This is an optimization exercise on Yosys and OpenROAD, whose aim is small area and a short achievable clock period, not a production implementation. Only simulation tests tie the RTL to the original design; equivalence was not proved. No activity file was given, so power comes from the tool's default toggle rates.

$ cat flow/run.sh
#!/bin/bash
# synth_recipe.tcl (not shown) runs the flow's synth.tcl, then flattens the netlist and writes it again
# the make line also repeats each setting of config.mk as NAME=value (left out here)
make -C /OpenROAD-flow-scripts/flow DESIGN_CONFIG=/design/flow/config.mk WORK_HOME=/design/flow/orfs CLKGATE_MAP_FILE= SYNTH_SCRIPT=/design/flow/synth_recipe.tcl finish
$ cat flow/config.mk
export PLATFORM = sky130hd
export DESIGN_NAME = router
export DESIGN_NICKNAME = router
export VERILOG_FILES = /design/flow/design.v
export SDC_FILE = /design/flow/constraint.sdc
export NUM_CORES = 4
export LEC_CHECK = 0
export ABC_AREA = 1
export CAP_MARGIN = 20
export CELL_PAD_IN_SITES_DETAIL_PLACEMENT = 1
export CELL_PAD_IN_SITES_GLOBAL_PLACEMENT = 2
export CORE_MARGIN = 2
export CORE_UTILIZATION = 35
export PLACE_DENSITY = 0.55
export SETUP_SLACK_MARGIN = 5
export SLEW_MARGIN = 20
$ cat flow/constraint.sdc
create_clock -name core_clock -period 11.5 [get_ports {clock}]
set_input_delay 2.3000 -clock core_clock [delete_from_list [all_inputs] [get_ports {clock}]]
set_output_delay 2.3000 -clock core_clock [all_outputs]
set_load 0.01 [all_outputs]
$ cat flow/design.v
`default_nettype none
package router_port_pkg;
  typedef logic [4-1:0] port_id_t;
  typedef logic [16-1:0] port_mask_t;
  typedef struct packed {
    logic data;
    logic valid_n;
    logic frame_n;
  } out_lane_t;
endpackage
`default_nettype wire
`default_nettype none
package router_ctrl_pkg;
  typedef enum logic [2:0] {idle, addr, pad, request, connected} slice_state_t;
  typedef struct packed {
    logic active;
    logic [4-1:0] dest;
  } slice_req_t;
  typedef struct packed {
    logic valid;
    logic [4-1:0] src;
  } owner_t;
endpackage
`default_nettype wire
`default_nettype none
module router (
  input  logic        clock,
  input  logic        reset,
  input  logic [15:0] frame_n,
  input  logic [15:0] valid_n,
  input  logic [15:0] din,
  output logic [15:0] busy_n,
  output logic [15:0] dout,
  output logic [15:0] valido_n,
  output logic [15:0] frameo_n
);
  localparam logic [2:0] S_IDLE = 3'b000, S_PAD = 3'b100, S_REQ = 3'b110,
                         S_REQG = 3'b111, S_CONN = 3'b101;
  logic [2:0]  st   [16];
  logic [3:0]  dest [16];
  logic [15:0] owns;             
  logic [15:0] wait_g;           
  logic [15:0] l_d, l_v, l_f;    
  logic [3:0]  last [16];        
  logic [15:0] won;
  logic [15:0] req  [16];        
  logic [15:0] own;              
  logic [15:0] hold [16];        
  always_comb begin
    for (int i = 0; i < 16; i++) wait_g[i] = st[i][2] & st[i][1];
    for (int o = 0; o < 16; o++) begin
      for (int i = 0; i < 16; i++) begin
        req[o][i] = wait_g[i] && (dest[i] == 4'(o));
        hold[o][i] = owns[i] && (dest[i] == 4'(o));
      end
    end
  end
  always_comb begin
    for (int o = 0; o < 16; o++) own[o] = |hold[o];
  end
  logic [3:0]  win_idx [16];
  logic [15:0] win_any;
  logic [15:0] gnt [16];
  for (genvar o = 0; o < 16; o++) begin : g_arb
    logic [31:0]       x;
    logic [15:0]       a1, i1;
    logic [7:0]        a2;
    logic [15:0]       i2;
    logic [3:0]        a3;
    logic [11:0]       i3;
    logic [1:0]        a4;
    logic [7:0]        i4;
    always_comb begin
      x = {req[o], req[o] & (16'hfffe << last[o])};
      for (int k = 0; k < 16; k++) begin
        a1[k] = x[2*k] | x[2*k+1];
        i1[k] = !x[2*k];
      end
      for (int k = 0; k < 8; k++) begin
        a2[k] = a1[2*k] | a1[2*k+1];
        i2[2*k +: 2] = a1[2*k] ? {1'b0, i1[2*k]} : {1'b1, i1[2*k+1]};
      end
      for (int k = 0; k < 4; k++) begin
        a3[k] = a2[2*k] | a2[2*k+1];
        i3[3*k +: 3] = a2[2*k] ? {1'b0, i2[4*k +: 2]} : {1'b1, i2[4*k+2 +: 2]};
      end
      for (int k = 0; k < 2; k++) begin
        a4[k] = a3[2*k] | a3[2*k+1];
        i4[4*k +: 4] = a3[2*k] ? {1'b0, i3[6*k +: 3]} : {1'b1, i3[6*k+3 +: 3]};
      end
      win_idx[o] = a4[0] ? i4[3:0] : i4[7:4];
      win_any[o] = a4[1] & !own[o];
      for (int j = 0; j < 16; j++) gnt[o][j] = win_any[o] && (win_idx[o] == 4'(j));
    end
  end
  logic [15:0] gcol [16];
  always_comb begin
    for (int i = 0; i < 16; i++) begin
      for (int o = 0; o < 16; o++) gcol[i][o] = gnt[o][i];
      won[i] = |gcol[i];
    end
  end
  logic [2:0] st_d [16];
  always_comb begin
    for (int i = 0; i < 16; i++) begin
      case (st[i])
        S_IDLE:  st_d[i] = frame_n[i] ? S_IDLE : 3'b001;
        S_REQ:   st_d[i] = won[i] ? S_REQG : S_REQ;
        S_REQG:  st_d[i] = S_CONN;
        S_CONN:  st_d[i] = frame_n[i] ? S_IDLE : S_CONN;
        S_PAD:   st_d[i] = S_REQ;
        default: st_d[i] = st[i] + 3'd1;
      endcase
      if (!reset) st_d[i] = S_IDLE;
    end
  end
  always_ff @(posedge clock) begin
    for (int i = 0; i < 16; i++) begin
      st[i] <= st_d[i];
      owns[i] <= reset & (won[i] | (st[i] == S_REQG) | (st[i] == S_CONN));
      if (!st[i][2] && (st[i] != S_IDLE || !frame_n[i]))
        dest[i] <= {din[i], dest[i][3:1]};
      l_d[i] <= din[i];
      l_v[i] <= !valid_n[i] & (st[i] == S_CONN);
      l_f[i] <= !frame_n[i] & (st[i] == S_CONN);
    end
  end
  always_ff @(posedge clock) begin
    for (int o = 0; o < 16; o++) begin
      if (!reset) last[o] <= 4'd15;
      else if (win_any[o]) last[o] <= win_idx[o];
      dout[o]     <= reset & |(hold[o] & l_d);
      valido_n[o] <= ~reset | ~|(hold[o] & l_v);
      frameo_n[o] <= ~reset | ~|(hold[o] & l_f);
    end
  end
  always_comb begin
    for (int i = 0; i < 16; i++) busy_n[i] = !wait_g[i];
  end
endmodule
`default_nettype wire
==> impl_metrics.json, run 1 <==
{
  "first_pass_iters": 13,
  "switching_power_mw": 2.179,
  "grt.overflow.total": 0,
  "drt-initial-drc-count": 7378,
  "cp.arrival_ns": 6.02,
  "cts_inserted_buffers": 41,
  "num_vias": 47364,
  "wl_per_cell_um": 34.80,
  "internal-power_mw": 2.200,
  "holdWs_ns": 0.5430,
  "reg2reg_depth": 19,
  "seq_area_frac_synth_pct": 19.95,
  "outcome": "timing/DRC/antenna clean",
  "die_area_um2": 94210,
  "hp-start": "dest[2][3]$_DFFE_PP_",
  "netlist_area_um2": 32120,
  "startpoint_type": "flip-flop",
  "synth.net_count": 6131,
  "clk_latency_ns": 0.67,
  "dpl_cell_area_um2": 34590,
  "finalHoldViolations": 0,
  "cts_buffer_depth": 3,
  "clockPowerShare_pct": 31.7,
  "ys_top_cells_by_count": "nand2_1, nor2_1, inv_1, nand3_1, o22ai_1",
  "end_kind": "flip-flop",
  "final.period_utilization_pct": 47.55,
  "ys.flop_type": "dfxtp_1",
  "avgSynthCellArea_um2": 5.352,
  "yosys.area_share.adder_pct": 3.116,
  "holdPathStages": 0,
  "rr_startpoint": "st[13][2]$_SDFF_PN0_",
  "place_congestion": 1.146,
  "grt_pass1_wl_um": 344500,
  "syn_inst": 6001,
  "drt_wl_total_um": 254200,
  "dp_hpwl_um": 189600,
  "yosysTopAreaCell": "nand2_1",
  "synth_async_sr_flop_share_pct": 0,
  "initial_utilization_pct": 35.20,
  "core_um2": 91250,
  "synthMuxAreaShare_pct": 0,
  "ir_worst_vdd_mv": 0.1109,
  "drv_slew": 0,
  "p_leak_nw": 18.98,
  "setup_viol": 0,
  "tightest_slew_ns": 1.367,
  "rsz0062_at_grt": "no",
  "clk_pin_slew_ns": 0.06,
  "cts_tree": "done",
  "synth_cell_types": 48,
  "final_util_pct": 39.53,
  "io_pins": 114,
  "setup_tns_ns": 0,
  "fp.dieW_um": 306.9,
  "synthTopCellsByArea": "nand2_1, dfxtp_1, nor2_1, nand3_1, inv_1",
  "synth_seq_cells": 288,
  "hold_buffers": 0,
  "synth-xor-area-share_pct": 0,
  "vias_per_cell": 6.483,
  "maxCapViolCount": 0,
  "rows": 111,
  "portBuffers": 113,
  "hold_end": "dest[2][2]$_DFFE_PP_",
  "ctsResizeCount": 0,
  "synth_edf_count": 64,
  "grt_use_total_pct": 52.18,
  "seqPwrFrac_pct": 30.6,
  "slew_headroom_pct": 8.514,
  "yosys_warnings": 10,
  "final_nets": 6207,
  "synth_top_family_by_area": "simple AND/OR/NAND/NOR gates",
  "crit_fanout": 21,
  "final_antenna_net_count": 0,
  "worstSetupPathType": "reg2reg",
  "antenna_found_initial": 17,
  "switching_share_pct": 49.76,
  "cts_sinks": 288,
  "ctsRootBufferMaster": "clkbuf_16",
  "r2r_slack_ns": 6.03,
  "r2r-end": "owns[13]$_DFF_P_",
  "drc": 0,
  "p_comb_share_pct": 37.7,
  "cts_setup_buffers": 0,
  "fmax_mhz": 182.9,
  "cp.required_ns": 12.05,
  "first_global_vias": 44747,
  "grt_start_max_net_pins": 55,
  "hp-class": "reg2reg",
  "synth-simple-area-share_pct": 50.74,
  "syn2layout_area_growth_pct": 12.31,
  "period_minus_slack_ns": 5.468,
  "finalNonFillerCells": 7306,
  "yosysMostFrequentCell": "nand2_1",
  "skew_ns": 0.01847,
  "die_y_um": 306.9,
  "powerDensity_nw_per_um2": 121.4,
  "synth_compound_area_share_pct": 15.58,
  "htreeDepth": 2,
  "dp.cells": 7218,
  "synth_top_cell_area_share_pct": 23.77,
  "final_area_um2": 36070,
  "drive_above_1_share_pct": 5.615
}
-- registers in the layout (all words and copies together), names as in the netlist --
signal,flops
dout,16
owns,16
l_d,16
frameo_n,16
l_f,16
l_v,16
st,48
last,64
valido_n,16
dest,64
-- metrics by stage --
step / setup WS (ns) / power [mW]
final: 6.032 / 4.380
after global routing: 6.161 / 4.343
after CTS: 6.713 / 4.142
after detailed placement: 6.749 / 2.776
after global placement: 6.720 / 2.754
after floorplan: 8.127 / 1.898
-- cell usage in the layout (no fill, tap or decap), drive strengths merged, types with 64 or more instances in the layout --
master / synthesis / routed
clkdlybuf4s50: 0 / 112
edfxtp: 64 / 64
nor2: 1063 / 1063
buf: 80 / 94
ha: 80 / 80
nand4: 73 / 73
dfxtp: 224 / 224
nor4: 83 / 83
nand2: 2067 / 2067
a21oi: 205 / 205
inv: 676 / 677
o21ai: 181 / 181
o22ai: 359 / 359
nand3: 569 / 569
-- cells by family after synthesis --
logic type / count (synthesis)
compound gates: 857
fa+ha+maj: 80
buf+inv: 853
flops: 288
simple gates: 3923
-- critical path, cell delays in order (launching register included) --
cell     delay (ns)
dfxtp_1        0.47
nand2_2        0.52
inv_2          1.01
nand3_1        0.37
inv_1          0.16
nand2_1        0.08
nand2_1        0.12
inv_1          0.05
nand2_1        0.09
nor2_1         0.05
nand3_1        0.06
nand2_1        0.11
nand2_1        0.10
inv_1          0.09
nand2_1        0.08
nand3_1        0.29
nor2_1         0.54
nand3_1        0.68
o21ai_1        0.37
inv_1          0.06
-- layer usage --
| layer | vias to the layer above | wire (µm) | GRT usage [%] |
|---|---|---|---|
| li1 | 19816 | - | - |
| met1 | 22460 | 93080 | 61.78 |
| met2 | 3845 | 93470 | 68.96 |
| met3 | 1225 | 40690 | 26.80 |
| met4 | 18 | 26540 | 42.77 |
| met5 | - | 445 | 3.463 |
-- worst max path at each step --
stage	from	to	slack (ns)	cells past startpoint
5_1_grt	st[8][2]$_SDFF_PN0_	owns[8]$_DFF_P_	6.16	18
6_report	st[13][2]$_SDFF_PN0_	owns[13]$_DFF_P_	6.03	19
3_5_place_dp	st[8][2]$_SDFF_PN0_	owns[12]$_DFF_P_	6.75	18
4_1_cts	st[8][2]$_SDFF_PN0_	owns[12]$_DFF_P_	6.71	18
3_3_place_gp	st[8][2]$_SDFF_PN0_	owns[12]$_DFF_P_	6.72	18
2_1_floorplan	reset	frameo_n[10]$_DFF_P_	8.13	5
-- power groups by stage --
| stage | Combinational (mW) | Sequential (mW) | Clock, mW |
|---|---|---|---|
| detailed placement | 1.43 | 1.35 | 0 |
| finish | 1.65 | 1.34 | 1.39 |
| floorplan | 0.602 | 1.30 | 0 |
| global route | 1.58 | 1.35 | 1.42 |
| CTS | 1.44 | 1.33 | 1.38 |
| global placement | 1.41 | 1.34 | 0 |
-- layout make-up --
cell class	instances	area (µm²)
Fill cell	12823	55180
Multi-Input combinational cell	4860	22350
Sequential cell	288	6409
Inverter	680	2562
Timing Repair Buffer	206	1854
Tap cell	1186	1484
Clock buffer	57	1189
Clock inverter	18	196.4
Antenna cell	11	27.53
==> inputs of run 2 (changes only) <==
--- a/flow/design.v
+++ b/flow/design.v
@@ -48,5 +48,4 @@
   logic [15:0] hold [16];        
   always_comb begin
-    for (int i = 0; i < 16; i++) wait_g[i] = st[i][2] & st[i][1];
     for (int o = 0; o < 16; o++) begin
       for (int i = 0; i < 16; i++) begin
@@ -118,4 +117,5 @@
     for (int i = 0; i < 16; i++) begin
       st[i] <= st_d[i];
+      wait_g[i] <= st_d[i][2] & st_d[i][1];
       owns[i] <= reset & (won[i] | (st[i] == S_REQG) | (st[i] == S_CONN));
       if (!st[i][2] && (st[i] != S_IDLE || !frame_n[i]))
==> flow/flow/run.sh (new file) <==
#!/bin/bash
# Own layout flow: the standard flow, with a different ABC mapping
# script for synthesis (same registers as the standard synthesis), then the
# standard layout steps with a setup margin for timing repair, cell resizing
# across footprints and plain buffers on the ports.
set -euo pipefail
here=$(pwd)
mkdir -p "$here/scripts_abc"
for f in "$FLOW_HOME"/scripts/*; do ln -sf "$f" "$here/scripts_abc/"; done
rm -f "$here/scripts_abc/abc_area.script" "$here/scripts_abc/abc_speed.script"
cp "$here/flow/abc.script" "$here/scripts_abc/abc_area.script"
cp "$here/flow/abc.script" "$here/scripts_abc/abc_speed.script"
MARGIN=$(cat "$here/flow/setup_margin")
bash standard.sh SCRIPTS_DIR="$here/scripts_abc" synth > "$here/synth_run.log" 2>&1
bash standard.sh SETUP_SLACK_MARGIN="$MARGIN" MATCH_CELL_FOOTPRINT=0 \
  BUFFER_PORTS_ARGS="-buffer_cell sky130_fd_sc_hd__buf_2" finish > "$here/layout_run.log" 2>&1
==> flow/flow/abc.script (new file) <==
strash
&get -n
&st
&dch -f
&nf -R 50 -p -F 8 -C 32
&put
topo
==> flow/flow/setup_margin (new file) <==
7
==> flow/standard.sh (new file) <==
#!/bin/bash
# synth_recipe.tcl (not shown) runs the flow's synth.tcl, then flattens the netlist and writes it again
# the make line also repeats each setting of config.mk as NAME=value (left out here)
make -C /OpenROAD-flow-scripts/flow DESIGN_CONFIG=/design/flow/config.mk WORK_HOME=/design/flow/orfs CLKGATE_MAP_FILE= SYNTH_SCRIPT=/design/flow/synth_recipe.tcl "${@:-finish}"
==> flow/config.mk (replaced) <==
export PLATFORM = sky130hd
export DESIGN_NAME = router
export DESIGN_NICKNAME = router
export VERILOG_FILES = /design/flow/design.v
export SDC_FILE = /design/flow/constraint.sdc
export NUM_CORES = 4
export LEC_CHECK = 0
export ABC_AREA = 1
export CAP_MARGIN = 20
export CELL_PAD_IN_SITES_DETAIL_PLACEMENT = 2
export CELL_PAD_IN_SITES_GLOBAL_PLACEMENT = 4
export CORE_MARGIN = 2
export CORE_UTILIZATION = 30
export PLACE_DENSITY = 0.45
export SLEW_MARGIN = 20
removed: flow/run.sh
==> run 2 against run 1 <==
Net effect:
- routed wire length decreased by 10%
- non-clock buffer count increased by 241
- fmax increased by 16%
- register-to-register slack improved by 0.76 ns
- global-route usage decreased by 4.3 points
- combinational power increased by 130%
- critical path depth decreased by 6
- critical endpoint is now st[11][0]$_SDFF_PN0_
==> impl_metrics.json, run 2 <==
{
  "fp.dieW_um": 302.3,
  "ctsRootBufferMaster": "clkbuf_16",
  "crit_fanout": 8,
  "worstSetupPathType": "reg2reg",
  "yosys_warnings": 10,
  "synth_async_sr_flop_share_pct": 0,
  "seq_area_frac_synth_pct": 25.20,
  "drc": 0,
  "cts_inserted_buffers": 41,
  "crit_path_top_delay_cell": "nor2b_2",
  "ys_top_cells_by_count": "and3_1, nand3_1, nand2_1, dfxtp_1, nor2_1",
  "drv_slew": 0,
  "synth_compound_area_share_pct": 32.20,
  "cts_buffer_depth": 3,
  "dp_hpwl_um": 157800,
  "portBuffers": 113,
  "wl_per_cell_um": 43.64,
  "netlist_area_um2": 26690,
  "layout_common_cells": "buf_4, and3_1, nand2_1",
  "met1Wirelength_um": 84840,
  "yosysTopAreaCell": "dfxtp_1",
  "grt_pass1_wl_um": 309400,
  "io_pins": 114,
  "ys.flop_type": "dfxtp_1",
  "skew_ns": 0.04506,
  "core_um2": 88240,
  "final_nets": 4116,
  "ir_worst_vdd_mv": 0.1991,
  "vias_per_cell": 7.674,
  "synth-xor-area-share_pct": 0,
  "synth_seq_cells": 304,
  "cp_top_family": "simple AND/OR/NAND/NOR gates",
  "synth-simple-area-share_pct": 35.19,
  "first_global_vias": 38798,
  "antenna_found_initial": 36,
  "met2WireLength_um": 89200,
  "end_kind": "flip-flop",
  "fmax_mhz": 212.4,
  "period_minus_slack_ns": 4.709,
  "synth_top_cell_area_share_pct": 18.00,
  "p_leak_nw": 13.62,
  "rows": 109,
  "die_area_um2": 91370,
  "num_vias": 40050,
  "topRoutingLayerUsed": "met5",
  "grt_start_max_net_pins": 47,
  "final_util_pct": 39.28,
  "slew_headroom_pct": 23.27,
  "synthTopCellsByArea": "dfxtp_1, edfxtp_1, and3_1, nand3_1, a22oi_1",
  "maxCapViolCount": 0,
  "cp.arrival_ns": 5.24,
  "hp-class": "reg2reg",
  "place_congestion": 1.050,
  "finalHoldViolations": 0,
  "first_pass_iters": 13,
  "cts_sinks": 304,
  "syn_inst": 3496,
  "worstPathCellList": "nor2b_2 > nand3_1 > a41oi_1 > nor4_1 > nand2_1 > mux2_1 > nand2b_1 > or2_4 > o22ai_1 > a2111oi_4 > o2111ai_2 > nor2b_1 > o41a_1",
  "path_buf_inv": 0,
  "hold_buffers": 0,
  "rsz0062_at_grt": "yes",
  "drt_wl_total_um": 227800,
  "synthMuxAreaShare_pct": 2.035,
  "synth.net_count": 3626,
  "setup_viol": 0,
  "powerDensity_nw_per_um2": 199.9,
  "setup_tns_ns": 0,
  "final.period_utilization_pct": 40.95,
  "clk_latency_ns": 0.68,
  "drive_above_1_share_pct": 20.06,
  "initial_utilization_pct": 30.25,
  "routed-wl-met3_um": 33830,
  "yosys.area_share.adder_pct": 3.750,
  "clk_pin_slew_ns": 0.06,
  "cp.required_ns": 12.03,
  "die_y_um": 302.3,
  "cts_tree": "done",
  "largestRegisters": "dest x64, last x64, st x48",
  "max_stage_delay_ns": 0.85,
  "grt_use_total_pct": 47.86,
  "synth_top_family_by_area": "simple AND/OR/NAND/NOR gates",
  "yosysMostFrequentCell": "and3_1",
  "outcome": "timing/DRC/antenna clean",
  "startpoint_type": "flip-flop",
  "synth_cell_types": 66,
  "final_antenna_net_count": 0,
  "drt-initial-drc-count": 6498,
  "synth_edf_count": 64,
  "syn2layout_area_growth_pct": 29.86,
  "final_common_cell": "buf_4",
  "avgSynthCellArea_um2": 7.634,
  "htreeDepth": 2,
  "tightest_slew_ns": 1.151,
  "grt.overflow.total": 0
}
==> run 2: cell count changes after synthesis, moves of 111 or more <==
cell,before,now
o22ai_1,359,56
nand3_1,557,282
and3_1,0,295
nor2_1,1001,230
inv_1,631,0
nand2_1,2034,272
a22oi_1,0,177
clkinv_1,4,115
a222oi_1,0,131
nor2b_1,1,119
==> run 2: path summary, 6_finish.rpt <==
check / start / to / slack (ns) / cells after the start
hold reg to reg: dest[2][3]$_DFFE_PP_ / dest[2][2]$_DFFE_PP_ / 0.54 / 0
setup reg to reg: dest[15][3]$_DFFE_PP_ / st[11][0]$_SDFF_PN0_ / 6.79 / 13
setup / recovery: dest[15][3]$_DFFE_PP_ / st[11][0]$_SDFF_PN0_ / 6.79 / 13
hold / removal: dest[2][3]$_DFFE_PP_ / dest[2][2]$_DFFE_PP_ / 0.54 / 0
==> run 2: repair_timing <==
action	in CTS	in global routing
gates resized for setup	212	213
setup buffers	30	113
setup endpoints to repair	32	32
pin swaps	19	42
==> run 2: final cells by class <==
| class | instances | area (µm²) |
|---|---|---|
| Sequential cell | 304 | 6748 |
| Multi-Input combinational cell | 3077 | 21320 |
| Clock buffer | 58 | 1182 |
| Inverter | 115 | 432.9 |
| Antenna cell | 36 | 90.09 |
| Clock inverter | 17 | 158.9 |
| Tap cell | 1165 | 1458 |
| Timing Repair Buffer | 447 | 3273 |
| Fill cell | 10071 | 53580 |
==> run 2: power breakdown <==
group,internal (mW),switching [mW]
sequential,1.36,0.366
combinational,0.966,2.89
clock,0.746,0.597
total,3.07,3.86
==> run 2: metal layers <==
metal	vias up	GRT usage, %
met3	1187	21.74
met5	-	0
li1	15384	-
met4	22	33.11
met2	3534	66.11
met1	19923	58.74
==> run 2: stage by stage <==
step | hold slack, ns | instance area (µm²) | worst slack, ns | power (mW) | instances
after floorplan | 0.4821 | 26690 | 7.265 | 2.677 | 3496
after global placement | 0.4899 | 30230 | 5.535 | 4.602 | 4964
after detailed placement | 0.5097 | 30260 | 5.232 | 4.734 | 4965
after CTS | 0.5261 | 32800 | 6.913 | 6.244 | 5070
after global routing | 0.5381 | 34590 | 6.771 | 6.895 | 5191
final | 0.5397 | 34660 | 6.791 | 6.929 | 5219
==> run 2: cells by family (layout without fill, tap and decap cells) <==
logic type	count (synthesis)	count (layout)
compound gates	1211	1211
flops	304	304
mux	53	53
simple gates	1733	1733
fa+ha+maj	80	80
other cells	0	36
buf+inv	115	637
==> inputs of run 3 (changes only) <==
--- a/flow/config.mk
+++ b/flow/config.mk
@@ -12,4 +12,5 @@
 export CORE_MARGIN = 2
 export CORE_UTILIZATION = 30
+export CTS_BUF_LIST = sky130_fd_sc_hd__clkbuf_4 sky130_fd_sc_hd__clkbuf_8
 export PLACE_DENSITY = 0.45
 export SLEW_MARGIN = 20
==> run 3 against run 2 <==
Net effect:
- critical path type unchanged
- final cell count grew 0.33%
- global-route usage up 0.090 points
- die area unchanged
- register-to-register slack improved by 0.08 ns
- combinational power fell by 1%
- sequential share of layout area rose by 0.078 points
- critical path depth increased by 1
- still clean
==> impl_metrics.json, run 3 <==
{
  "clk_latency_ns": 0.83,
  "skew_ns": 0.08325,
  "holdPathStages": 1,
  "wl_per_cell_um": 43.44,
  "final_nets": 4118,
  "core_um2": 88240,
  "htreeDepth": 2,
  "place_congestion": 1.050,
  "fmax_mhz": 216.2,
  "period_minus_slack_ns": 4.625,
  "synthTopCellsByArea": "dfxtp_1, edfxtp_1, and3_1, nand3_1, a22oi_1",
  "max_stage_delay_ns": 0.52,
  "ctsRootBufferMaster": "clkbuf_8",
  "synth_top_cell_area_share_pct": 18.00,
  "die_y_um": 302.3,
  "slew_headroom_pct": 14.98,
  "startpoint_type": "flip-flop",
  "first_global_vias": 38966,
  "synthMuxAreaShare_pct": 2.035,
  "cts_sinks": 304,
  "io_pins": 114,
  "clk_pin_slew_ns": 0.07,
  "syn_inst": 3496,
  "synth-xor-area-share_pct": 0,
  "synth_cell_types": 66,
  "seq_area_frac_synth_pct": 25.20,
  "yosys.area_share.adder_pct": 3.750,
  "synth_edf_count": 64,
  "dp_hpwl_um": 157800,
  "setup_viol": 0,
  "syn2layout_area_growth_pct": 29.24,
  "outcome": "timing/DRC/antenna clean",
  "hold_buffers": 0,
  "grt_pass1_wl_um": 310000,
  "synth_async_sr_flop_share_pct": 0,
  "maxCapViolCount": 0,
  "cp.arrival_ns": 5.26,
  "finalNonFillerCells": 5236,
  "dp.cells": 4965,
  "portBuffers": 113,
  "final.period_utilization_pct": 40.22,
  "avgSynthCellArea_um2": 7.634,
  "worstPathCellList": "nor2b_4 > buf_4 > buf_12 > nand3_2 > o22ai_1 > or3b_1 > o31ai_1 > or2_0 > nor2b_1 > a32o_1 > a2111oi_4 > o2111ai_2 > nor2b_1 > o41a_1",
  "yosys_warnings": 10,
  "tightest_slew_ns": 1.275,
  "cp_top_family": "compound AO/OA/AOI/OAI gates",
  "drc": 0,
  "cts_inserted_buffers": 61,
  "synth_seq_cells": 304,
  "hp-class": "reg2reg",
  "final_area_um2": 34490,
  "crit_fanout": 5,
  "first_pass_iters": 12,
  "rows": 109,
  "drt_wl_total_um": 227400,
  "netlist_area_um2": 26690,
  "cp.required_ns": 12.14,
  "synth.net_count": 3626,
  "rsz0062_at_grt": "yes",
  "fillers": 10058,
  "synth_top_family_by_area": "simple AND/OR/NAND/NOR gates",
  "crit_path_frequent_cell": "nor2b_1",
  "setup_tns_ns": 0,
  "drv_slew": 0,
  "ir_worst_vdd_mv": 0.1921,
  "yosysTopAreaCell": "dfxtp_1",
  "drive_above_1_share_pct": 20.58,
  "die_area_um2": 91370,
  "largestRegisters": "dest x64, last x64, st x48",
  "powerDensity_nw_per_um2": 202.4,
  "cts_tree": "done",
  "layout_common_cells": "buf_4, and3_1, nand2_1",
  "crit_path_top_delay_cell": "edfxtp_1",
  "synth_compound_area_share_pct": 32.20,
  "ys.flop_type": "dfxtp_1",
  "vias_per_cell": 7.642,
  "grt.overflow.total": 0,
  "grt_use_total_pct": 47.95,
  "grt_start_max_net_pins": 47,
  "antenna_found_initial": 43,
  "end_kind": "flip-flop",
  "dp_slack_ns": 5.232,
  "final_antenna_net_count": 0,
  "synth-simple-area-share_pct": 35.19,
  "p_leak_nw": 13.56,
  "timing.final.ws_setup_ns": 6.875,
  "worstSetupPathType": "reg2reg",
  "drt-initial-drc-count": 6740,
  "initial_utilization_pct": 30.25,
  "path_buf_inv": 2,
  "fp.dieW_um": 302.3,
  "num_vias": 40014,
  "critical_path_cell_count": 14,
  "dpl_cell_area_um2": 30260,
  "ys_top_cells_by_count": "and3_1, nand3_1, nand2_1, dfxtp_1, nor2_1",
  "finalHoldViolations": 0,
  "reg2reg_depth": 14,
  "cts_buffer_depth": 3,
  "yosysMostFrequentCell": "and3_1",
  "final_common_cell": "buf_4"
}
## run 3: cell types whose count changed in the layout (fill, tap and decap cells not counted), moves of 7 or more
cell,delta
buf_4,-10
buf_6,-7
bufinv_16,+7
clkbuf_1,-10
clkbuf_16,-43
clkbuf_4,+13
clkbuf_8,+72
## run 3: worst paths after layout
path | endpoint | slack [ns] | startpoint
worst max register to register | st[11][0]$_SDFF_PN0_ | 6.87 | dest[8][1]$_DFFE_PP_
worst max-delay path | st[11][0]$_SDFF_PN0_ | 6.87 | dest[8][1]$_DFFE_PP_
worst min register to register | st[13][0]$_SDFF_PN0_ | 0.54 | st[13][0]$_SDFF_PN0_
worst min-delay path | st[13][0]$_SDFF_PN0_ | 0.54 | st[13][0]$_SDFF_PN0_
## run 3: area by class of cell
class	count	area, µm²	area share, %
clock inverter	20	330.3	0.9576
multi-input combinational	3077	21160	61.34
timing repair buffer	429	3108	9.010
antenna	34	85.08	0.2467
clock buffer	92	1179	3.417
tap	1165	1458	4.226
sequential	304	6743	19.55
inverter	115	432.9	1.255
## run 3: repair_timing
| action | in CTS | in global routing |
|---|---|---|
| setup buffers | 35 | 90 |
| gates resized for setup | 210 | 181 |
| endpoints found under the setup margin | 33 | 32 |
| pin swaps | 19 | 40 |
## run 3: power breakdown
part / total (mW) / leakage, nW / switching (mW) / internal (mW)
logic: 3.81 / 10.2 / 2.87 / 0.941
registers: 1.72 / 2.59 / 0.363 / 1.36
clock network: 1.45 / 0.794 / 0.609 / 0.838
total: 6.98 / 13.6 / 3.84 / 3.14
## run 3: cells by family (layout without fill, tap and decap cells)
logic type	after synthesis	in the layout
simple gates	1733	1733
compound gates	1211	1211
flops	304	304
buf+inv	115	656
fa+ha+maj	80	80
mux	53	53
other cells	0	34
## run 3: layer usage
metal / GRT usage (%) / routed length (µm) / vias up
li1: - / - / 15378
met1: 59.15 / 85490 / 19924
met2: 66.07 / 89020 / 3482
met3: 21.68 / 33050 / 1198
met4: 32.90 / 19670 / 32
met5: 0 / 219 / -
## run 3: metrics by stage
stage                     utilization, %  total power [mW]  hold slack, ns
after floorplan                        -             2.677          0.4821
after global placement             34.26             4.602          0.4899
after detailed placement           34.30             4.734          0.5097
after CTS                          37.39             6.357          0.5211
after global routing               39.02             6.957          0.5650
final                              39.09             6.981          0.5412
==> inputs of run 4 (changes only) <==
==> flow/flow/setup_margin (replaced) <==
7.5
==> run 4 against run 3 <==
Net effect:
- setup slack better by 0.15 ns
- non-clock buffer count is 230 higher
- highest routed layer unchanged
- final cell count is 4.4% higher
- largest power group unchanged
- still clean on timing, DRC and antenna
- total power grew 9.6%
- clock power about the same
==> impl_metrics.json, run 4 <==
{
  "outcome": "timing/DRC/antenna clean",
  "cts_tree": "done",
  "first_global_vias": 40786,
  "hold_end": "dest[6][2]$_DFFE_PP_",
  "grt_use_total_pct": 50.35,
  "grt_pass1_wl_um": 324900,
  "layout_common_cells": "buf_4, and3_1, nand2_1",
  "drt-initial-drc-count": 7286,
  "syn_inst": 3496,
  "yosys_warnings": 10,
  "cp.arrival_ns": 5.11,
  "max_stage_delay_ns": 0.64,
  "maxCapViolCount": 0,
  "final_area_um2": 38950,
  "hold_buffers": 0,
  "final_antenna_net_count": 0,
  "cp.required_ns": 12.13,
  "clk_pin_slew_ns": 0.08,
  "ir_worst_vdd_mv": 0.1318,
  "final_nets": 4355,
  "rows": 109,
  "worstSetupPathType": "reg2reg",
  "powerDensity_nw_per_um2": 196.4,
  "yosysMostFrequentCell": "and3_1",
  "clk_latency_ns": 0.79,
  "drive_above_1_share_pct": 31.91,
  "io_pins": 114,
  "holdPathStages": 0,
  "vias_per_cell": 7.649,
  "hp-class": "reg2reg",
  "die_area_um2": 91370,
  "path_buf_inv": 3,
  "dp_hpwl_um": 162200,
  "dpl_cell_area_um2": 30280,
  "startpoint_type": "flip-flop",
  "synth_top_cell_area_share_pct": 18.00,
  "cts_sinks": 304,
  "cts_inserted_buffers": 67,
  "avgSynthCellArea_um2": 7.634,
  "setup_viol": 0,
  "crit_fanout": 5,
  "synth_edf_count": 64,
  "period_minus_slack_ns": 4.475,
  "first_pass_iters": 17,
  "synth_cell_types": 66,
  "num_vias": 41826,
  "seq_area_frac_synth_pct": 25.20,
  "crit_path_top_delay_cell": "o41ai_4",
  "ys.flop_type": "dfxtp_1",
  "synth.net_count": 3626,
  "setup_tns_ns": 0,
  "initial_utilization_pct": 30.25,
  "cp_top_family": "compound AO/OA/AOI/OAI gates",
  "antenna_found_initial": 40,
  "portBuffers": 113,
  "p_leak_nw": 15.64,
  "cts_buffer_depth": 3,
  "r2r_slack_ns": 7.03,
  "drv_slew": 0,
  "syn2layout_area_growth_pct": 45.96,
  "place_congestion": 1.064,
  "finalHoldViolations": 0,
  "skew_ns": 0.07340,
  "fmax_mhz": 223.5,
  "worstPathCellList": "buf_4 > nor2b_4 > buf_4 > and3_1 > a31oi_1 > nand3_1 > o41ai_4 > nand2b_4 > nand2b_4 > inv_6 > a221oi_2 > o211ai_1 > nor4_4 > nor2_1 > o41a_1",
  "synth_async_sr_flop_share_pct": 0,
  "rsz0062_at_grt": "yes",
  "rr_startpoint": "dest[12][1]$_DFFE_PP_",
  "wl_per_cell_um": 44.23,
  "slew_headroom_pct": 12.58,
  "ys_top_cells_by_count": "and3_1, nand3_1, nand2_1, dfxtp_1, nor2_1",
  "fp.dieW_um": 302.3,
  "fillers": 9658,
  "reg2reg_depth": 15,
  "netlist_area_um2": 26690,
  "final_common_cell": "buf_4",
  "synthTopCellsByArea": "dfxtp_1, edfxtp_1, and3_1, nand3_1, a22oi_1",
  "tightest_slew_ns": 1.311,
  "htreeDepth": 3,
  "final.period_utilization_pct": 38.91,
  "holdWs_ns": 0.5425,
  "hp-start": "dest[6][3]$_DFFE_PP_",
  "grt_start_max_net_pins": 50,
  "core_um2": 88240,
  "drt_wl_total_um": 241800,
  "yosysTopAreaCell": "dfxtp_1",
  "grt.overflow.total": 0,
  "largestRegisters": "dest x64, last x64, st x48",
  "ctsRootBufferMaster": "clkbuf_8",
  "synth_seq_cells": 304,
  "r2r-end": "st[12][0]$_SDFF_PN0_",
  "end_kind": "flip-flop",
  "die_y_um": 302.3,
  "drc": 0
}
[run 4: how the worst max path moves through the flow]
stage | slack, ns | end | cells past startpoint | startpoint
floorplan | 7.52 | st[12][0]$_SDFF_PN0_ | 15 | dest[1][1]$_DFFE_PP_
global placement | 5.37 | st[12][0]$_SDFF_PN0_ | 14 | dest[3][1]$_DFFE_PP_
detailed placement | 5.24 | st[14][0]$_SDFF_PN0_ | 14 | dest[1][1]$_DFFE_PP_
CTS | 7.33 | st[14][0]$_SDFF_PN0_ | 18 | dest[8][2]$_DFFE_PP_
global route | 7.08 | st[12][0]$_SDFF_PN0_ | 18 | dest[2][2]$_DFFE_PP_
finish | 7.03 | st[12][0]$_SDFF_PN0_ | 15 | dest[12][1]$_DFFE_PP_
[run 4: report_power, final]
part           total [mW]  switching (mW)  internal [mW]
combinational        4.45            3.10           1.35
sequential           1.74           0.380           1.36
clock                1.46           0.638          0.825
total                7.65            4.12           3.54
[run 4: metrics by stage]
stage          utilization [%]  total power [mW]  cells  setup WS [ns]
2_1_floorplan                -             2.677   3496          7.524
3_3_place_gp             34.29             4.526   4963          5.372
3_5_place_dp             34.32             4.675   4964          5.242
4_1_cts                  41.14             6.792   5306          7.328
5_1_grt                  44.09             7.595   5448          7.083
6_report                 44.15             7.651   5468          7.025
[run 4: metal layers]
| metal | vias up | GRT usage [%] | part of all wire (%) |
|---|---|---|---|
| li1 | 15868 | - | - |
| met1 | 20728 | 59.30 | 36 |
| met2 | 3814 | 69.84 | 40 |
| met3 | 1396 | 23.74 | 14 |
| met4 | 20 | 39.20 | 9.9 |
| met5 | - | 0.7764 | 0.094 |
[run 4: area by class of cell]
class | instances | area (µm²) | area share (%)
multi-input combinational | 3078 | 23270 | 59.73
sequential | 304 | 6784 | 17.42
timing repair buffer | 659 | 5420 | 13.91
tap | 1165 | 1458 | 3.742
clock buffer | 97 | 1235 | 3.170
inverter | 115 | 452.9 | 1.163
clock inverter | 21 | 264.0 | 0.6777
antenna | 29 | 72.57 | 0.1863
[run 4: kinds of logic (layout without fill, tap and decap cells)]
group	after synthesis	count (layout)	share of synthesized area (%)
AND/OR/NAND/NOR	1733	1734	35.19
AO/OA/AOI/OAI	1211	1211	32.20
flip-flops	304	304	25.20
buffers and inverters	115	892	1.617
adder cells (fa/ha/maj)	80	80	3.750
multiplexers	53	53	2.035
other	0	29	0
[run 4: timing repair]
action                                  in CTS  in global routing
endpoints found under the setup margin      53                 35
cloned                                       2                  1
pin swaps                                   92                 88
resized for setup                          646                351
setup buffers                              222                132
==> inputs of run 5 (changes only) <==
==> flow/flow/setup_margin (replaced) <==
6.5
==> run 5 against run 4 <==
Net effect:
- design area shrank 16%
- fmax down 12%
- core utilization is 7.1 points lower
- highest routed layer unchanged
==> impl_metrics.json, run 5 <==
{
  "place_congestion": 1.050,
  "cts_inserted_buffers": 61,
  "final_antenna_net_count": 0,
  "cp.required_ns": 12.15,
  "finalNonFillerCells": 5132,
  "worstPathCellList": "nor2b_1 > buf_4 > and3_1 > nand2_1 > or4b_1 > nor4_1 > and2_0 > mux2i_1 > nand2b_1 > or2_0 > o22ai_1 > a221oi_1 > o2111ai_2 > nor2b_1 > o41a_1",
  "synth_seq_cells": 304,
  "p_comb_share_pct": 51.9,
  "ys_top_cells_by_count": "and3_1, nand3_1, nand2_1, dfxtp_1, nor2_1",
  "grt_start_max_net_pins": 47,
  "largestRegisters": "dest x64, last x64, st x48",
  "crit_path_top_delay_cell": "edfxtp_1",
  "p_leak_nw": 12.73,
  "powerDensity_nw_per_um2": 203.9,
  "dp_hpwl_um": 157800,
  "finalHoldViolations": 0,
  "portBuffers": 113,
  "first_pass_iters": 14,
  "crit_fanout": 10,
  "seqPwrFrac_pct": 26.3,
  "cts_buffer_depth": 3,
  "switching_share_pct": 56.08,
  "initial_utilization_pct": 30.25,
  "drc": 0,
  "max_stage_delay_ns": 0.57,
  "wl_per_cell_um": 43.76,
  "synth_async_sr_flop_share_pct": 0,
  "antenna_found_initial": 38,
  "end_kind": "flip-flop",
  "ys.flop_type": "dfxtp_1",
  "setup_viol": 0,
  "vias_per_cell": 7.705,
  "dp.cells": 4965,
  "synth_edf_count": 64,
  "fmax_mhz": 195.7,
  "yosysMostFrequentCell": "and3_1",
  "synth_cell_types": 66,
  "internal-power_mw": 2.925,
  "regArea_um2": 6733,
  "syn_inst": 3496,
  "num_vias": 39544,
  "setup_tns_ns": 0,
  "dpl_cell_area_um2": 30260,
  "ctsRootBufferMaster": "clkbuf_8",
  "fillers": 10166,
  "avgSynthCellArea_um2": 7.634,
  "core_um2": 88240,
  "cts_tree": "done",
  "fp.dieW_um": 302.3,
  "final.period_utilization_pct": 44.43,
  "syn2layout_area_growth_pct": 22.40,
  "startpoint_type": "flip-flop",
  "grt.overflow.total": 0,
  "drv_slew": 0,
  "dp_slack_ns": 5.232,
  "grt_use_total_pct": 47.55,
  "path_buf_inv": 1,
  "io_pins": 114,
  "ir_worst_vdd_mv": 0.1950,
  "netlist_area_um2": 26690,
  "rsz0062_at_grt": "yes",
  "htreeDepth": 2,
  "multiInputGateArea_um2": 20320,
  "final_util_pct": 37.02,
  "hold_buffers": 0,
  "period_minus_slack_ns": 5.109,
  "switching_power_mw": 3.735,
  "crit_path_frequent_cell": "nor2b_1",
  "synth_top_cell_area_share_pct": 18.00,
  "final_nets": 4008,
  "worstSetupPathType": "reg2reg",
  "synthTopCellsByArea": "dfxtp_1, edfxtp_1, and3_1, nand3_1, a22oi_1",
  "outcome": "timing/DRC/antenna clean",
  "drt_wl_total_um": 224600,
  "grt_pass1_wl_um": 307500,
  "clockPowerShare_pct": 21.8,
  "die_area_um2": 91370,
  "holdWs_ns": 0.5234,
  "timing.final.ws_setup_ns": 6.391,
  "tightest_slew_ns": 1.279,
  "clk_latency_ns": 0.85,
  "skew_ns": 0.09087,
  "yosys_warnings": 10,
  "drive_above_1_share_pct": 14.21,
  "clk_pin_slew_ns": 0.07,
  "maxCapViolCount": 0,
  "final_common_cell": "and3_1",
  "layout_common_cells": "and3_1, nand3_1, nand2_1",
  "cp_top_family": "simple AND/OR/NAND/NOR gates",
  "hp-class": "reg2reg",
  "cts_sinks": 304,
  "slew_headroom_pct": 13.87,
  "rows": 109,
  "power_mw": 6.660,
  "drt-initial-drc-count": 6557,
  "cp.arrival_ns": 5.76,
  "die_y_um": 302.3,
  "synth.net_count": 3626,
  "final_area_um2": 32670,
  "yosysTopAreaCell": "dfxtp_1",
  "seq_area_frac_synth_pct": 25.20,
  "first_global_vias": 38646
}
-- run 5: cell counts after synthesis --
No cell type changed its count.
-- run 5: power by group through the flow --
stage                     registers [mW]  logic, mW  clock network [mW]
final                               1.75       3.46                1.45
after global routing                1.78       3.35                1.51
after CTS                           1.72       3.04                1.47
after detailed placement            1.73       3.01                   0
after global placement              1.69       2.91                   0
after floorplan                     1.64       1.04                   0
-- run 5: worst paths after layout --
path / startpoint / to / cells after the start / slack (ns)
min: dest[3][3]$_DFFE_PP_ / dest[3][2]$_DFFE_PP_ / 0 / 0.52
max: dest[9][2]$_DFFE_PP_ / st[11][0]$_SDFF_PN0_ / 15 / 6.39
max reg2reg: dest[9][2]$_DFFE_PP_ / st[11][0]$_SDFF_PN0_ / 15 / 6.39
min reg2reg: dest[3][3]$_DFFE_PP_ / dest[3][2]$_DFFE_PP_ / 0 / 0.52
-- run 5: cell type report --
class	count	area share [%]
Timing Repair Buffer	319	6.484
Inverter	115	1.325
Multi-Input combinational cell	3077	62.19
Tap cell	1165	4.462
Clock buffer	92	3.608
Clock inverter	20	1.011
Antenna cell	40	0.3064
Sequential cell	304	20.61
-- run 5: cell families after synthesis --
group                      share of synthesized area [%]
DFF                                                25.20
adders and majority gates                          3.750
buffers and inverters                              1.617
AOI/OAI and AO/OA                                  32.20
and+or+nand+nor                                    35.19
muxes                                              2.035
-- run 5: timing repair --
item / in CTS / in global routing
gates resized for setup: 78 / 74
setup endpoints to repair: 32 / 31
pin swaps: 0 / 9
buffers inserted: 3 / 12
-- run 5: per-layer routing --
layer | routed length, µm | part of all wire (%) | GRT usage [%] | vias up
met2 | 87970 | 39 | 65.43 | 3512
met3 | 33090 | 15 | 21.25 | 1158
met4 | 19130 | 8.5 | 33.32 | 14
met5 | 218 | 0.097 | 0 | -
met1 | 84180 | 37 | 58.62 | 19697
li1 | - | - | - | 15163
==> inputs of run 6 (changes only) <==
--- a/flow/design.v
+++ b/flow/design.v
@@ -36,5 +36,5 @@
 );
   localparam logic [2:0] S_IDLE = 3'b000, S_PAD = 3'b100, S_REQ = 3'b110,
-                         S_REQG = 3'b111, S_CONN = 3'b101;
+                         S_CONN = 3'b101;
   logic [2:0]  st   [16];
   logic [3:0]  dest [16];
@@ -44,4 +44,5 @@
   logic [3:0]  last [16];        
   logic [15:0] won;
+  logic [15:0] granted;          
   logic [15:0] req  [16];        
   logic [15:0] own;              
@@ -105,6 +106,5 @@
       case (st[i])
         S_IDLE:  st_d[i] = frame_n[i] ? S_IDLE : 3'b001;
-        S_REQ:   st_d[i] = won[i] ? S_REQG : S_REQ;
-        S_REQG:  st_d[i] = S_CONN;
+        S_REQ:   st_d[i] = granted[i] ? S_CONN : S_REQ;
         S_CONN:  st_d[i] = frame_n[i] ? S_IDLE : S_CONN;
         S_PAD:   st_d[i] = S_REQ;
@@ -118,5 +118,6 @@
       st[i] <= st_d[i];
       wait_g[i] <= st_d[i][2] & st_d[i][1];
-      owns[i] <= reset & (won[i] | (st[i] == S_REQG) | (st[i] == S_CONN));
+      owns[i] <= reset & (won[i] | granted[i] | (st[i] == S_CONN));
+      granted[i] <= reset & won[i];
       if (!st[i][2] && (st[i] != S_IDLE || !frame_n[i]))
         dest[i] <= {din[i], dest[i][3:1]};
==> flow/flow/setup_margin (replaced) <==
7
--- a/flow/config.mk
+++ b/flow/config.mk
@@ -12,5 +12,4 @@
 export CORE_MARGIN = 2
 export CORE_UTILIZATION = 30
-export CTS_BUF_LIST = sky130_fd_sc_hd__clkbuf_4 sky130_fd_sc_hd__clkbuf_8
 export PLACE_DENSITY = 0.45
 export SLEW_MARGIN = 20
==> run 6 against run 5 <==
Net effect:
- first-iteration DRC count is 4.8% higher
- via count is 1.4% higher
- still clean on timing, DRC and antenna
- non-clock buffer count is 34 higher
- critical path depth stayed put
- critical path type unchanged
- largest cell class unchanged
- largest power group unchanged
==> impl_metrics.json, run 6 <==
{
  "crit_path_top_delay_cell": "a2111oi_0",
  "largestRegisters": "dest x64, last x64, st x48",
  "finalNonFillerCells": 5236,
  "drive_above_1_share_pct": 14.84,
  "drv_slew": 0,
  "yosysMostFrequentCell": "nand3_1",
  "ir_worst_vdd_mv": 0.1109,
  "vias_per_cell": 7.659,
  "crit_path_frequent_cell": "buf_4",
  "fmax_mhz": 208.7,
  "hp-class": "reg2reg",
  "final_antenna_net_count": 0,
  "synth_async_sr_flop_share_pct": 0,
  "clk_latency_ns": 0.69,
  "outcome": "timing/DRC/antenna clean",
  "skew_ns": 0.05729,
  "initial_utilization_pct": 30.29,
  "path_buf_inv": 3,
  "rows": 110,
  "first_pass_iters": 14,
  "avgSynthCellArea_um2": 7.619,
  "final_nets": 4096,
  "synth_edf_count": 64,
  "setup_tns_ns": 0,
  "portBuffers": 113,
  "worstPathCellList": "nor4_1 > buf_4 > a22oi_1 > nand3_1 > nand4b_1 > a311oi_1 > a2111oi_0 > o211ai_1 > buf_4 > buf_4 > nand2b_1 > o22ai_1 > a221oi_1 > nand4_1 > o31a_1",
  "met2_usage_pct": 65.60,
  "yosys_warnings": 10,
  "synthMuxAreaShare_pct": 2.030,
  "core_um2": 90150,
  "fillers": 10434,
  "grtUsageMet1_pct": 56.03,
  "seq_area_frac_synth_pct": 25.81,
  "maxCapViolCount": 0,
  "cts_buffer_depth": 3,
  "cp.arrival_ns": 5.29,
  "synthTopCellsByArea": "dfxtp_1, edfxtp_1, and3_1, nand3_1, a22oi_1",
  "powerDensity_nw_per_um2": 153.5,
  "yosysTopAreaCell": "dfxtp_1",
  "first_global_vias": 39555,
  "ys.flop_type": "dfxtp_1",
  "drc": 0,
  "grt_use_met3_pct": 19.78,
  "yosys.area_share.adder_pct": 2.932,
  "finalHoldViolations": 0,
  "tightest_slew_ns": 1.340,
  "drt-initial-drc-count": 6870,
  "worstSetupPathType": "reg2reg",
  "num_vias": 40102,
  "grt_pass1_wl_um": 311000,
  "synth-xor-area-share_pct": 0.5132,
  "synth_top_family_by_area": "simple AND/OR/NAND/NOR gates",
  "hold_buffers": 0,
  "startpoint_type": "flip-flop",
  "grt_use_total_pct": 46.23,
  "die_area_um2": 93460,
  "cp_top_family": "compound AO/OA/AOI/OAI gates",
  "syn_inst": 3584,
  "synth_compound_area_share_pct": 31.73,
  "cts_tree": "done",
  "slew_headroom_pct": 9.714,
  "synth_cell_types": 62,
  "drt_wl_total_um": 225700,
  "final.period_utilization_pct": 41.66,
  "layout_common_cells": "nand2_1, nand3_1, and3_1",
  "netlist_area_um2": 27310,
  "wl_per_cell_um": 43.11,
  "die_y_um": 305.7,
  "ctsRootBufferMaster": "clkbuf_16",
  "synth_top_cell_area_share_pct": 18.77,
  "critical_path_cell_count": 15,
  "final_common_cell": "nand2_1",
  "synth_seq_cells": 320,
  "grt.overflow.total": 0,
  "io_pins": 114,
  "grt_start_max_net_pins": 40,
  "end_kind": "flip-flop",
  "reg2reg_depth": 15,
  "ys_top_cells_by_count": "nand3_1, nand2_1, and3_1, dfxtp_1, a21oi_1",
  "rsz0062_at_grt": "yes",
  "fp.dieW_um": 305.7,
  "busiest_layer": "met2",
  "syn2layout_area_growth_pct": 23.64,
  "cts_sinks": 320,
  "synth.net_count": 3698,
  "htreeDepth": 2,
  "max_stage_delay_ns": 0.69,
  "crit_fanout": 11,
  "dp_hpwl_um": 158400,
  "setup_viol": 0,
  "clk_pin_slew_ns": 0.07,
  "period_minus_slack_ns": 4.791,
  "cts_inserted_buffers": 43,
  "place_congestion": 1.071,
  "holdPathStages": 0,
  "dp.cells": 5053,
  "synth-simple-area-share_pct": 35.59,
  "p_leak_nw": 12.98,
  "cp.required_ns": 12.00,
  "antenna_found_initial": 46
}
[run 6: cell count changes in the layout (fill, tap and decap cells not counted), sizes merged, moves of 19 or more]
cell / before / now
a21oi: 222 / 252
and2: 69 / 102
and3: 295 / 270
buf: 319 / 353
clkbuf: 92 / 63
nand3b: 32 / 13
nand4: 111 / 154
nor2b: 119 / 99
o22ai: 56 / 78
[run 6: area by class of cell]
| type | count | area, µm² | share of cell area [%] |
|---|---|---|---|
| Multi-Input combinational cell | 3162 | 20910 | 61.93 |
| Timing Repair Buffer | 353 | 2395 | 7.093 |
| Sequential cell | 320 | 7063 | 20.92 |
| Clock inverter | 16 | 198.9 | 0.5892 |
| Clock buffer | 63 | 1231 | 3.646 |
| Inverter | 102 | 384.1 | 1.138 |
| Antenna cell | 44 | 110.1 | 0.3261 |
| Tap cell | 1176 | 1471 | 4.358 |
[run 6: final timing paths]
kind,from,to,slack [ns]
worst max-delay path,dest[0][0]$_DFFE_PP_,owns[2]$_DFF_P_,6.71
worst min-delay path,dest[12][3]$_DFFE_PP_,dest[12][2]$_DFFE_PP_,0.51
worst max register to register,dest[0][0]$_DFFE_PP_,owns[2]$_DFF_P_,6.71
worst min register to register,dest[12][3]$_DFFE_PP_,dest[12][2]$_DFFE_PP_,0.51
[run 6: per-stage QoR]
step	hold slack (ns)	util [%]	setup WS (ns)	cell area, µm²	power [mW]
after global routing	0.5515	37.36	6.567	33680	5.184
after detailed placement	0.5145	34.16	6.051	30800	3.384
after floorplan	0.4748	-	7.623	27310	2.094
after global placement	0.4992	34.16	6.156	30790	3.299
after CTS	0.5172	36.43	6.955	32840	4.870
final	0.5083	37.45	6.709	33760	5.182
[run 6: report_power, final]
part,switching [mW],internal (mW)
sequential,0.234,1.31
clock,0.632,0.813
combinational,1.72,0.467
total,2.59,2.59
[run 6: what timing repair did]
action / CTS / global route
cloned: 0 / 0
pin swaps: 10 / 20
resized for setup: 109 / 115
endpoints found under the setup margin: 32 / 32
buffers inserted: 16 / 44
endpoints found under the hold margin: 0 / 0
[run 6: cell families after synthesis]
| logic type | after synthesis |
|---|---|
| AO/OA/AOI/OAI | 1247 |
| XOR/XNOR | 16 |
| adder cells (fa/ha/maj) | 64 |
| buffers and inverters | 102 |
| flip-flops | 320 |
| multiplexers | 54 |
| AND/OR/NAND/NOR | 1781 |
[run 6: per-layer routing]
metal / vias to the layer above / wire length, µm / part of all wire, %
met2: 3477 / 90870 / 40
met1: 19941 / 84100 / 37
li1: 15522 / - / -
met5: - / 117 / 0.052
met3: 1146 / 31610 / 14
met4: 16 / 19010 / 8.4
==> inputs of run 7 (changes only) <==
--- a/flow/config.mk
+++ b/flow/config.mk
@@ -12,4 +12,5 @@
 export CORE_MARGIN = 2
 export CORE_UTILIZATION = 30
+export CTS_BUF_LIST = sky130_fd_sc_hd__clkbuf_4 sky130_fd_sc_hd__clkbuf_8
 export PLACE_DENSITY = 0.45
 export SLEW_MARGIN = 20
==> run 7 against run 6 <==
Net effect:
- die area is the same
- sequential share of layout area barely moved
- global-route usage is 0.19 points higher
- clock power decreased by 4%
- setup slack worse by 0.069 ns
- clock skew shrank 0.012 ns
- final cell count is 0.90% higher
- via count rose by 0.14%
- design area about the same
- count of clock-buffer cells in the layout grew 42
- synthesized cell count unchanged
- highest routed layer unchanged
==> impl_metrics.json, run 7 <==
{
  "outcome": "timing/DRC/antenna clean",
  "setup_viol": 0,
  "grt_use_met3_pct": 20.51,
  "timing.final.ws_setup_ns": 6.640,
  "rsz0062_at_grt": "yes",
  "largestRegisters": "dest x64, last x64, st x48",
  "ys_top_cells_by_count": "nand3_1, nand2_1, and3_1, dfxtp_1, a21oi_1",
  "wl_per_cell_um": 42.78,
  "startpoint_type": "flip-flop",
  "io_pins": 114,
  "cts_sinks": 320,
  "synth_edf_count": 64,
  "synth_top_cell_area_share_pct": 18.77,
  "syn2layout_area_growth_pct": 23.64,
  "seq_area_frac_synth_pct": 25.81,
  "yosysMostFrequentCell": "nand3_1",
  "syn_inst": 3584,
  "grt_pass1_wl_um": 312000,
  "rows": 110,
  "synth_async_sr_flop_share_pct": 0,
  "dp_hpwl_um": 158400,
  "tightest_slew_ns": 1.369,
  "grt.overflow.total": 0,
  "finalHoldViolations": 0,
  "cts_inserted_buffers": 69,
  "final_util_pct": 37.45,
  "cp_top_family": "compound AO/OA/AOI/OAI gates",
  "cp.required_ns": 12.15,
  "multiInputGateArea_um2": 20890,
  "grtUsageMet1_pct": 56.08,
  "avgSynthCellArea_um2": 7.619,
  "yosys_warnings": 10,
  "ir_worst_vdd_mv": 0.1064,
  "drt_wl_total_um": 226000,
  "first_pass_iters": 17,
  "crit_path_frequent_cell": "buf_4",
  "cts_buffer_depth": 3,
  "antenna_found_initial": 43,
  "final.period_utilization_pct": 42.26,
  "max_stage_delay_ns": 0.78,
  "worstPathCellList": "buf_4 > nor4_1 > buf_4 > a21boi_0 > nand4b_1 > a311oi_1 > a2111oi_0 > o211ai_1 > buf_4 > buf_4 > nand2_1 > o22ai_1 > a221oi_1 > nand4_1 > o31a_1",
  "synth_cell_types": 62,
  "dp_slack_ns": 6.051,
  "final_area_um2": 33760,
  "fillers": 10464,
  "worstSetupPathType": "reg2reg",
  "synthTopCellsByArea": "dfxtp_1, edfxtp_1, and3_1, nand3_1, a22oi_1",
  "die_area_um2": 93460,
  "grt_use_total_pct": 46.42,
  "drc": 0,
  "cp.arrival_ns": 5.51,
  "initial_utilization_pct": 30.29,
  "path_buf_inv": 4,
  "place_congestion": 1.071,
  "clk_pin_slew_ns": 0.07,
  "skew_ns": 0.04492,
  "end_kind": "flip-flop",
  "layout_common_cells": "nand2_1, nand3_1, and3_1",
  "drt-initial-drc-count": 6741,
  "vias_per_cell": 7.602,
  "slew_headroom_pct": 8.624,
  "dpl_cell_area_um2": 30800,
  "core_um2": 90150,
  "netlist_area_um2": 27310,
  "grt_start_max_net_pins": 40,
  "drive_above_1_share_pct": 15.87,
  "period_minus_slack_ns": 4.860,
  "ys.flop_type": "dfxtp_1",
  "synth_seq_cells": 320,
  "ctsRootBufferMaster": "clkbuf_8",
  "crit_path_top_delay_cell": "a2111oi_0",
  "first_global_vias": 39992,
  "portBuffers": 113,
  "cts_tree": "done",
  "setup_tns_ns": 0,
  "synth.net_count": 3698,
  "powerDensity_nw_per_um2": 151.4,
  "fmax_mhz": 205.8,
  "drv_slew": 0,
  "final_nets": 4124,
  "busiest_layer": "met2",
  "crit_fanout": 8,
  "p_leak_nw": 13.05,
  "maxCapViolCount": 0,
  "yosysTopAreaCell": "dfxtp_1",
  "r2r_slack_ns": 6.64,
  "die_y_um": 305.7,
  "fp.dieW_um": 305.7,
  "clk_latency_ns": 0.78,
  "regArea_um2": 7062,
  "hp-class": "reg2reg",
  "htreeDepth": 3,
  "met2_usage_pct": 65.17,
  "num_vias": 40160,
  "final_antenna_net_count": 0,
  "hold_buffers": 0
}
==> run 7: cell counts after synthesis <==
No cell type changed its count.
==> run 7: layer usage <==
| metal | part of all wire (%) | vias to the layer above |
|---|---|---|
| li1 | - | 15554 |
| met1 | 37 | 19990 |
| met2 | 40 | 3444 |
| met3 | 14 | 1156 |
| met4 | 8.6 | 16 |
| met5 | 0.050 | - |
==> run 7: logic make-up after synthesis <==
| kind of cell | share of synthesized area [%] |
|---|---|
| flops | 25.81 |
| fa+ha+maj | 2.932 |
| compound gates | 31.73 |
| simple gates | 35.59 |
| mux | 2.030 |
| xor+xnor | 0.5132 |
| buf+inv | 1.402 |
==> run 7: per-stage QoR <==
stage | power (mW) | std cells | hold slack (ns)
floorplan | 2.094 | 3584 | 0.4748
global placement | 3.299 | 5053 | 0.4992
detailed placement | 3.384 | 5053 | 0.5145
CTS | 4.810 | 5195 | 0.5113
global route | 5.122 | 5255 | 0.5515
finish | 5.110 | 5283 | 0.5091
==> run 7: power breakdown <==
part           internal (mW)  leakage [nW]  switching [mW]
Clock                  0.731         0.769           0.648
Combinational          0.465          9.55            1.71
Sequential              1.31          2.72           0.237
Total                   2.51          13.0            2.60
==> run 7: path summary, 6_finish.rpt <==
path | from | end | depth (start not counted)
worst max-delay path | dest[5][1]$_DFFE_PP_ | owns[12]$_DFF_P_ | 15
worst min-delay path | dest[12][3]$_DFFE_PP_ | dest[12][2]$_DFFE_PP_ | 0
worst max register to register | dest[5][1]$_DFFE_PP_ | owns[12]$_DFF_P_ | 15
worst min register to register | dest[12][3]$_DFFE_PP_ | dest[12][2]$_DFFE_PP_ | 0
==> run 7: what timing repair did <==
action,CTS,global route
gates resized for setup,111,108
pin swaps,10,19
setup buffers,16,46
endpoints found under the setup margin,32,33
==> run 7: cell type report <==
cell class	instances	area share, %
multi-input cells	3162	61.87
flip-flops and latches	320	20.92
repair buffers	355	7.138
well taps	1176	4.358
clock buffers	105	3.873
inverters	102	1.138
clock inverters	21	0.4002
diodes	42	0.3113
==> inputs of run 8 (changes only) <==
==> flow/flow/setup_margin (replaced) <==
7.5
==> run 8 against run 7 <==
Net effect:
- still clean on timing, DRC and antenna
- hold slack better by 0.019 ns
- die area is the same
- flip-flop and latch count did not move
- critical path type unchanged
- critical endpoint is now owns[2]$_DFF_P_
==> impl_metrics.json, run 8 <==
{
  "outcome": "timing/DRC/antenna clean",
  "synthTopCellsByArea": "dfxtp_1, edfxtp_1, and3_1, nand3_1, a22oi_1",
  "syn2layout_area_growth_pct": 38.61,
  "initial_utilization_pct": 30.29,
  "period_minus_slack_ns": 4.321,
  "layout_common_cells": "buf_4, nand2_1, and3_1",
  "avgSynthCellArea_um2": 7.619,
  "final_antenna_net_count": 0,
  "place_congestion": 1.071,
  "clk_latency_ns": 0.80,
  "io_pins": 114,
  "synth_top_cell_area_share_pct": 18.77,
  "p_leak_nw": 14.97,
  "first_pass_iters": 11,
  "max_stage_delay_ns": 0.63,
  "tightest_slew_ns": 1.367,
  "finalHoldViolations": 0,
  "dp_slack_ns": 6.051,
  "synth_cell_types": 62,
  "final.period_utilization_pct": 37.58,
  "htreeDepth": 3,
  "grt_pass1_wl_um": 320300,
  "crit_fanout": 6,
  "cp.arrival_ns": 4.98,
  "core_um2": 90150,
  "synth_async_sr_flop_share_pct": 0,
  "reg2reg_depth": 13,
  "clk_pin_slew_ns": 0.07,
  "num_vias": 42229,
  "ys.flop_type": "dfxtp_1",
  "end_kind": "flip-flop",
  "crit_path_top_delay_cell": "nand4_1",
  "wl_per_cell_um": 44.14,
  "fmax_mhz": 231.4,
  "hold_buffers": 0,
  "slew_headroom_pct": 7.914,
  "synth.net_count": 3698,
  "cp.required_ns": 12.16,
  "cts_sinks": 320,
  "r2r_slack_ns": 7.18,
  "syn_inst": 3584,
  "rsz0062_at_grt": "yes",
  "hp-class": "reg2reg",
  "ys_top_cells_by_count": "nand3_1, nand2_1, and3_1, dfxtp_1, a21oi_1",
  "yosysMostFrequentCell": "nand3_1",
  "die_area_um2": 93460,
  "portBuffers": 113,
  "final_nets": 4337,
  "startpoint_type": "flip-flop",
  "rows": 110,
  "final_area_um2": 37850,
  "final_util_pct": 41.99,
  "vias_per_cell": 7.693,
  "fp.dieW_um": 305.7,
  "drive_above_1_share_pct": 26.95,
  "worstSetupPathType": "reg2reg",
  "first_global_vias": 41009,
  "dp_hpwl_um": 158400,
  "maxCapViolCount": 0,
  "largestRegisters": "dest x64, last x64, st x48",
  "cts_inserted_buffers": 69,
  "yosys_warnings": 10,
  "timing.final.ws_setup_ns": 7.179,
  "dpl_cell_area_um2": 30800,
  "netlist_area_um2": 27310,
  "drv_slew": 0,
  "grt_use_total_pct": 47.65,
  "final_common_cell": "buf_4",
  "holdWs_ns": 0.5283,
  "grt_start_max_net_pins": 40,
  "synth_seq_cells": 320,
  "drt-initial-drc-count": 7192,
  "drt_wl_total_um": 242300,
  "yosysTopAreaCell": "dfxtp_1",
  "antenna_found_initial": 45,
  "holdPathStages": 0,
  "worstPathCellList": "nor2b_2 > buf_4 > and2_2 > and2_2 > nor4_1 > nand4_1 > a41oi_4 > nand2b_1 > nor2_4 > a221oi_2 > nand4_1 > buf_4 > o31a_1",
  "setup_viol": 0,
  "seq_area_frac_synth_pct": 25.81,
  "grt.overflow.total": 0,
  "die_y_um": 305.7,
  "synth_edf_count": 64,
  "drc": 0,
  "setup_tns_ns": 0,
  "ir_worst_vdd_mv": 0.1127,
  "powerDensity_nw_per_um2": 145.9,
  "skew_ns": 0.05520,
  "ctsRootBufferMaster": "clkbuf_8",
  "cts_tree": "done",
  "cts_buffer_depth": 3
}
==> run 8: cell count changes in the layout (fill, tap and decap cells not counted), moves of 21 or more <==
cell / delta
buf_12: +28
buf_4: +140
buf_6: +27
nand3_1: -47
nand3_2: +41
nor2b_1: -21
==> run 8: cell families after synthesis <==
family                   after synthesis  share of synthesized area (%)
adder cells (fa/ha/maj)               64                          2.932
AO/OA/AOI/OAI                       1247                          31.73
AND/OR/NAND/NOR                     1781                          35.59
multiplexers                          54                          2.030
buffers and inverters                102                          1.402
XOR/XNOR                              16                         0.5132
flip-flops                           320                          25.81
==> run 8: path summary, 6_finish.rpt <==
kind	start	to
setup / recovery	dest[8][3]$_DFFE_PP_	owns[2]$_DFF_P_
hold / removal	dest[12][3]$_DFFE_PP_	dest[12][2]$_DFFE_PP_
setup reg to reg	dest[8][3]$_DFFE_PP_	owns[2]$_DFF_P_
hold reg to reg	dest[12][3]$_DFFE_PP_	dest[12][2]$_DFFE_PP_
==> run 8: where the power goes <==
group	switching [mW]	total, mW	internal, mW
combinational	1.90	2.57	0.664
clock	0.671	1.40	0.731
sequential	0.242	1.56	1.31
==> run 8: timing repair <==
action	4_1_cts	5_1_grt
gates resized for setup	400	354
pin swaps	49	72
endpoints found under the setup margin	75	43
setup buffers	122	141
gates cloned	1	10
==> run 8: worst max-delay path: cells and delay by family (launching register included) <==
| kind | cells | cell delay [ns] |
|---|---|---|
| AND/OR/NAND/NOR | 8 | 2.28 |
| flip-flops | 1 | 0.50 |
| buffers and inverters | 2 | 0.34 |
| AO/OA/AOI/OAI | 3 | 1.04 |
==> run 8: final cells by class <==
class	count	area [µm²]
Antenna cell	35	87.58
Fill cell	10101	52300
Clock inverter	21	135.1
Clock buffer	105	1308
Inverter	102	396.6
Multi-Input combinational cell	3163	22690
Tap cell	1176	1471
Timing Repair Buffer	567	4657
Sequential cell	320	7104
==> run 8: layer usage <==
metal  vias up  GRT usage (%)  wire length (µm)
met2      3912          67.38             95750
met3      1469          22.05             36160
met1     20841          56.41             86210
met4        20          34.17             23900
met5         -         0.3101               290
li1      15987              -                 -
==> run 8: per-stage QoR <==
step                      std cells  power (mW)
after floorplan                3584       2.094
after global placement         5053       3.299
after detailed placement       5053       3.384
after CTS                      5302       4.975
after global routing           5464       5.501
final                          5489       5.524

## separate check: timing with driven ports
How much do the figures lean on ideal ports? The routed layouts below were timed once more, with nothing changed but the port constraints.
Step 1, drivers: a clkbuf_16 drives clock and a buf_2 each remaining input, both assumed.
Step 2 also shifts input and output timing later by t, the mid clock arrival at the registers, as if the neighbouring blocks saw the same clock.
Slacks: ideal ports / drivers / drivers and shift; pairs: ideal ports / drivers.
| run | shift t [ns] | setup slack, ns | worst data-port slew with drivers (ns) |
|---|---|---|---|
| run 1 | 0.732 | 6.032 / 6.032 / 6.032 | 0.07 |
| run 2 | 0.724 | 6.791 / 6.791 / 6.393 | 0.05 |
| run 3 | 0.862 | 6.875 / 6.875 / 6.430 | 0.06 |
| run 4 | 0.825 | 7.025 / 7.025 / 7.025 | 0.08 |
| run 5 | 0.869 | 6.391 / 6.391 / 6.301 | 0.05 |
| run 6 | 0.728 | 6.709 / 6.709 / 6.400 | 0.11 |
| run 7 | 0.821 | 6.640 / 6.640 / 6.400 | 0.11 |
| run 8 | 0.853 | 7.179 / 7.179 / 6.722 | 0.11 |
After both steps setup and hold are still met in every run listed. The setup slack of run 8, which loses most, moves by 0.000 ns with the drivers and by -0.457 ns with both steps.
